This design comes from an exercise in tuning for small area on the open sky130 flow, not from production work.
Only simulation tests tie the RTL to the original design; equivalence was not proved.
Power is estimated from default activity; no workload was simulated.

== run 1 ==
==> flow/design.v <==
`timescale 1ns/1ps
package ccip_if_pkg;
   typedef enum logic [1:0] {
      eVC_VA  = 2'd0,
      eVC_VL0 = 2'd1,
      eVC_VH0 = 2'd2,
      eVC_VH1 = 2'd3
   } t_ccip_vc;
   typedef enum logic [1:0] {
      eCL_LEN_1 = 2'd0,
      eCL_LEN_2 = 2'd1,
      eCL_LEN_4 = 2'd3
   } t_ccip_clLen;
   typedef enum logic [3:0] {
      eREQ_WRLINE_I = 4'h0,
      eREQ_WRLINE_M = 4'h1,
      eREQ_WRPUSH_I = 4'h2,
      eREQ_WRFENCE  = 4'h4,
      eREQ_INTR     = 4'h6
   } t_ccip_c1_req;
   typedef logic [41:0]  t_ccip_clAddr;
   typedef logic [15:0]  t_ccip_mdata;
   typedef logic [511:0] t_ccip_clData;
   typedef struct packed {
      t_ccip_vc     vc_sel;
      logic         sop;
      t_ccip_clLen  cl_len;
      t_ccip_c1_req req_type;
      t_ccip_clAddr address;
      t_ccip_mdata  mdata;
   } t_ccip_c1_ReqMemHdr;
   typedef struct packed {
      t_ccip_c1_ReqMemHdr hdr;
      t_ccip_clData       data;
      logic               valid;
   } t_if_ccip_c1_Tx;
endpackage
`timescale 1ns/1ps
module hq_fifo_writer #(
   parameter int unsigned FIFO_DEPTH   = 16,
   parameter int unsigned FLUSH_CYCLES = 64
) (
   input  logic           clk,
   input  logic           rst_n,
   input  logic [63:0]    wr_addr,
   input  logic [63:0]    wr_capacity,
   input  logic [255:0]   wr_msg,
   input  logic           wr_valid,
   output logic [63:0]    wr_drops,
   output logic [63:0]    wr_head,
   input  logic           c1TxAlmFull,
   output logic [579:0]   c1_sTx
);
   localparam int unsigned AW = $clog2(FIFO_DEPTH);
   localparam int unsigned TW = (FLUSH_CYCLES > 1) ? $clog2(FLUSH_CYCLES) : 1;
   localparam logic [AW:0] PtrOne = {{AW{1'b0}}, 1'b1};
   localparam logic [1:0] StIdle = 2'd0;
   localparam logic [1:0] StHalf = 2'd1;
   localparam logic [1:0] StSend = 2'd2;
   logic [255:0]   mem_q [FIFO_DEPTH];
   logic [AW:0]    wptr_q, rptr_q;
   logic [1:0]     state_q;
   logic [255:0]   slot0_q, slot1_q;
   logic [TW-1:0]  timer_q;
   logic [63:0]    drops_q, head_q;
   logic [63:0]    addr_q, cap_q;
   logic           valid_q;
   logic [41:0]    hsent_q;
   logic           empty, full, push, cfg_ok, cfg_chg, rd_ok, issue;
   logic           ld0, ld1, flush, timeout;
   logic [63:0]    head_base, head_inc;
   logic [255:0]   fifo_out;
   assign empty    = (wptr_q == rptr_q);
   assign full     = (wptr_q[AW] != rptr_q[AW]) && (wptr_q[AW-1:0] == rptr_q[AW-1:0]);
   assign push     = wr_valid && !full;
   assign cfg_ok   = (wr_addr != 64'd0) && (wr_capacity >= 64'd64);
   assign cfg_chg  = (wr_addr != addr_q) || (wr_capacity != cap_q);
   assign head_base = cfg_chg ? 64'd0 : head_q;
   assign head_inc  = head_q + 64'd1;
   assign rd_ok   = !empty && cfg_ok;
   assign ld0     = (state_q == StIdle) && rd_ok;
   assign ld1     = (state_q == StHalf) && rd_ok;
   assign timeout = (timer_q == TW'(FLUSH_CYCLES - 1));
   assign flush   = (state_q == StHalf) && !rd_ok && timeout;
   assign issue   = (state_q == StSend) && !c1TxAlmFull && cfg_ok;
   always_comb begin
      fifo_out = '0;
      for (int i = 0; i < FIFO_DEPTH; i++) begin
         fifo_out = fifo_out | ({256{rptr_q[AW-1:0] == AW'(i)}} & mem_q[i]);
      end
   end
   always_ff @(posedge clk) begin
      if (push) begin
         mem_q[wptr_q[AW-1:0]] <= wr_msg;
      end
   end
   always_ff @(posedge clk) begin
      if (ld0) slot0_q <= fifo_out;
      slot1_q <= ({256{ld1}} & fifo_out) | ({256{!(ld1 || flush)}} & slot1_q);
   end
   always_ff @(posedge clk) begin
      hsent_q <= head_base[41:0];
   end
   always_ff @(posedge clk) begin
      addr_q <= wr_addr;
      cap_q  <= wr_capacity;
   end
   always_ff @(posedge clk or negedge rst_n) begin
      if (!rst_n) begin
         wptr_q  <= '0;
         rptr_q  <= '0;
         state_q <= StIdle;
         timer_q <= '0;
         drops_q <= '0;
         head_q  <= '0;
         valid_q <= 1'b0;
      end else begin
         valid_q <= issue;
         if (push) wptr_q <= wptr_q + PtrOne;
         if (ld0 || ld1) rptr_q <= rptr_q + PtrOne;
         drops_q <= drops_q + 64'(wr_valid && full && (drops_q != '1));
         if (cfg_chg) begin
            head_q <= (issue && (64'd64 < wr_capacity)) ? 64'd1 : 64'd0;
         end else if (issue) begin
            head_q <= ({head_inc[57:0], 6'd0} >= cap_q) ? 64'd0 : head_inc;
         end
         case (state_q)
            StIdle: if (ld0) state_q <= StHalf;
            StHalf: begin
               if (ld1) begin
                  timer_q <= '0;
                  state_q <= StSend;
               end else if (timeout) begin
                  timer_q <= '0;
                  state_q <= StSend;
               end else begin
                  timer_q <= timer_q + TW'(1);
               end
            end
            StSend: if (issue) state_q <= StIdle;
            default: state_q <= StIdle;
         endcase
      end
   end
   assign wr_drops = drops_q;
   assign wr_head  = head_q;
   assign c1_sTx[579:578] = ccip_if_pkg::eVC_VA;
   assign c1_sTx[577]     = 1'b1;
   assign c1_sTx[576:575] = ccip_if_pkg::eCL_LEN_1;
   assign c1_sTx[574:571] = ccip_if_pkg::eREQ_WRLINE_I;
   assign c1_sTx[570:529] = addr_q[47:6] + hsent_q;
   assign c1_sTx[528:513] = hsent_q[15:0];
   assign c1_sTx[512:1]   = {slot1_q, slot0_q};
   assign c1_sTx[0]       = valid_q;
endmodule
==> flow/config.mk <==
export PLATFORM = sky130hd
export DESIGN_NAME = hq_fifo_writer
export DESIGN_NICKNAME = hq_fifo_writer
export VERILOG_FILES = /design/flow/design.v
export SDC_FILE = /design/flow/constraint.sdc
export NUM_CORES = 4
export LEC_CHECK = 0
export CAP_MARGIN = 20
export CORE_MARGIN = 2
export CORE_UTILIZATION = 42
export PLACE_DENSITY = 0.6
export SLEW_MARGIN = 20
==> flow/constraint.sdc <==
create_clock -name core_clock -period 7.0 [get_ports {clk}]
set_input_delay 1.4000 -clock core_clock [delete_from_list [all_inputs] [get_ports {clk}]]
set_output_delay 1.4000 -clock core_clock [all_outputs]
set_load 0.01 [all_outputs]
standard.sh (not shown) runs the stock make flow with config.mk's settings and CLKGATE_MAP_FILE= SYNTH_SCRIPT=/design/flow/synth_recipe.tcl, a recipe that flattens the netlist after the stock synthesis.
==> flow/flow/run.sh <==
#!/bin/bash
# Standard ORFS layout with the smallest port buffers, no CTS dummy loads and
# larger clock-sink clusters.
set -euo pipefail
export BUFFER_PORTS_ARGS="-buffer_cell sky130_fd_sc_hd__buf_1"
export CTS_ARGS="-sink_clustering_enable -repair_clock_nets -dont_use_dummy_load -sink_clustering_size 25 -sink_clustering_max_diameter 80"
bash standard.sh finish > flow_standard.log 2>&1
The inputs of run 2 differ from those of run 1 as listed below.
--- a/flow/design.v
+++ b/flow/design.v
@@ -57,10 +57,11 @@
    localparam logic [1:0] StIdle = 2'd0;
    localparam logic [1:0] StHalf = 2'd1;
    localparam logic [1:0] StSend = 2'd2;
    logic [255:0]   mem_q [FIFO_DEPTH];
    logic [AW:0]    wptr_q, rptr_q;
+   logic [FIFO_DEPTH-1:0] rsel_q;
    logic [1:0]     state_q;
    logic [255:0]   slot0_q, slot1_q;
    logic [TW-1:0]  timer_q;
    logic [63:0]    drops_q, head_q;
    logic [63:0]    addr_q, cap_q;
@@ -84,11 +85,11 @@
    assign flush   = (state_q == StHalf) && !rd_ok && timeout;
    assign issue   = (state_q == StSend) && !c1TxAlmFull && cfg_ok;
    always_comb begin
       fifo_out = '0;
       for (int i = 0; i < FIFO_DEPTH; i++) begin
-         fifo_out = fifo_out | ({256{rptr_q[AW-1:0] == AW'(i)}} & mem_q[i]);
+         fifo_out = fifo_out | ({256{rsel_q[i]}} & mem_q[i]);
       end
    end
    always_ff @(posedge clk) begin
       if (push) begin
          mem_q[wptr_q[AW-1:0]] <= wr_msg;
@@ -107,24 +108,28 @@
    end
    always_ff @(posedge clk or negedge rst_n) begin
       if (!rst_n) begin
          wptr_q  <= '0;
          rptr_q  <= '0;
+         rsel_q  <= FIFO_DEPTH'(1);
          state_q <= StIdle;
          timer_q <= '0;
          drops_q <= '0;
          head_q  <= '0;
          valid_q <= 1'b0;
       end else begin
          valid_q <= issue;
          if (push) wptr_q <= wptr_q + PtrOne;
-         if (ld0 || ld1) rptr_q <= rptr_q + PtrOne;
+         if (ld0 || ld1) begin
+            rptr_q <= rptr_q + PtrOne;
+            rsel_q <= {rsel_q[FIFO_DEPTH-2:0], rsel_q[FIFO_DEPTH-1]};
+         end
          drops_q <= drops_q + 64'(wr_valid && full && (drops_q != '1));
          if (cfg_chg) begin
             head_q <= (issue && (64'd64 < wr_capacity)) ? 64'd1 : 64'd0;
          end else if (issue) begin
-            head_q <= ({head_inc[57:0], 6'd0} >= cap_q) ? 64'd0 : head_inc;
+            head_q <= ({head_inc[57:0], 6'd0} >= wr_capacity) ? 64'd0 : head_inc;
          end
          case (state_q)
             StIdle: if (ld0) state_q <= StHalf;
             StHalf: begin
                if (ld1) begin
When run 2 is measured against run 1, its share of power burned in combinational logic turns out 17 points lower.
Per the comparison of run 2 with run 1, data arrival time of the critical path increased by 0.16 ns relative to the old numbers; maximum clock frequency decreased by 2.7% relative to the old numbers.
Compared with run 1, run 2 is the less power-hungry design.
Going from run 1 to run 2, clock group share of total power grows by 5.7 points.
Final worst-path setup slack in run 2 vs run 1: down 0.16 ns
The run showing the greater largest stage delay on the critical path is run 2.
Compared with run 1, in run 2 fraction of cell area in non-clock buffers was more or less identical, worst-margin pin slew grew by 0.13 ns.
Global-route wire length before repair ends up lower on run 2.
Relative to run 1, the wire length after detailed routing measured on run 2 has decreased slightly.
[run 2] portion of the clock cycle consumed by the worst path in the final layout rose 2.3 points relative to run 1

-- static timing again, ports no longer ideal --
How much do the figures lean on ideal ports? The routed layouts below were timed once more, with nothing changed but the port constraints. Step 1 assumes that a clkbuf_16 drives the clock port and a buf_2 every other input. Step 2, shift: input delay + t, output delay - t, t = (earliest + latest rising clock arrival at the registers) / 2. This alone moves slack from input paths to output paths. Slacks: ideal ports / drivers / drivers and shift; pairs: ideal ports / drivers.
run	t, ns	slack for setup (ns)	slew at the worst register clock pin (ns)	pins driven straight from the clock port
run 1	1.055	1.058 / 0.940 / 1.007	0.10 / 0.10	1
run 2	1.052	0.896 / 0.782 / 0.959	0.10 / 0.10	1
After both steps every run listed still meets setup and hold. For run 1, which loses most, drivers alone change the setup slack by -0.118 ns; drivers and shift together by -0.051 ns.
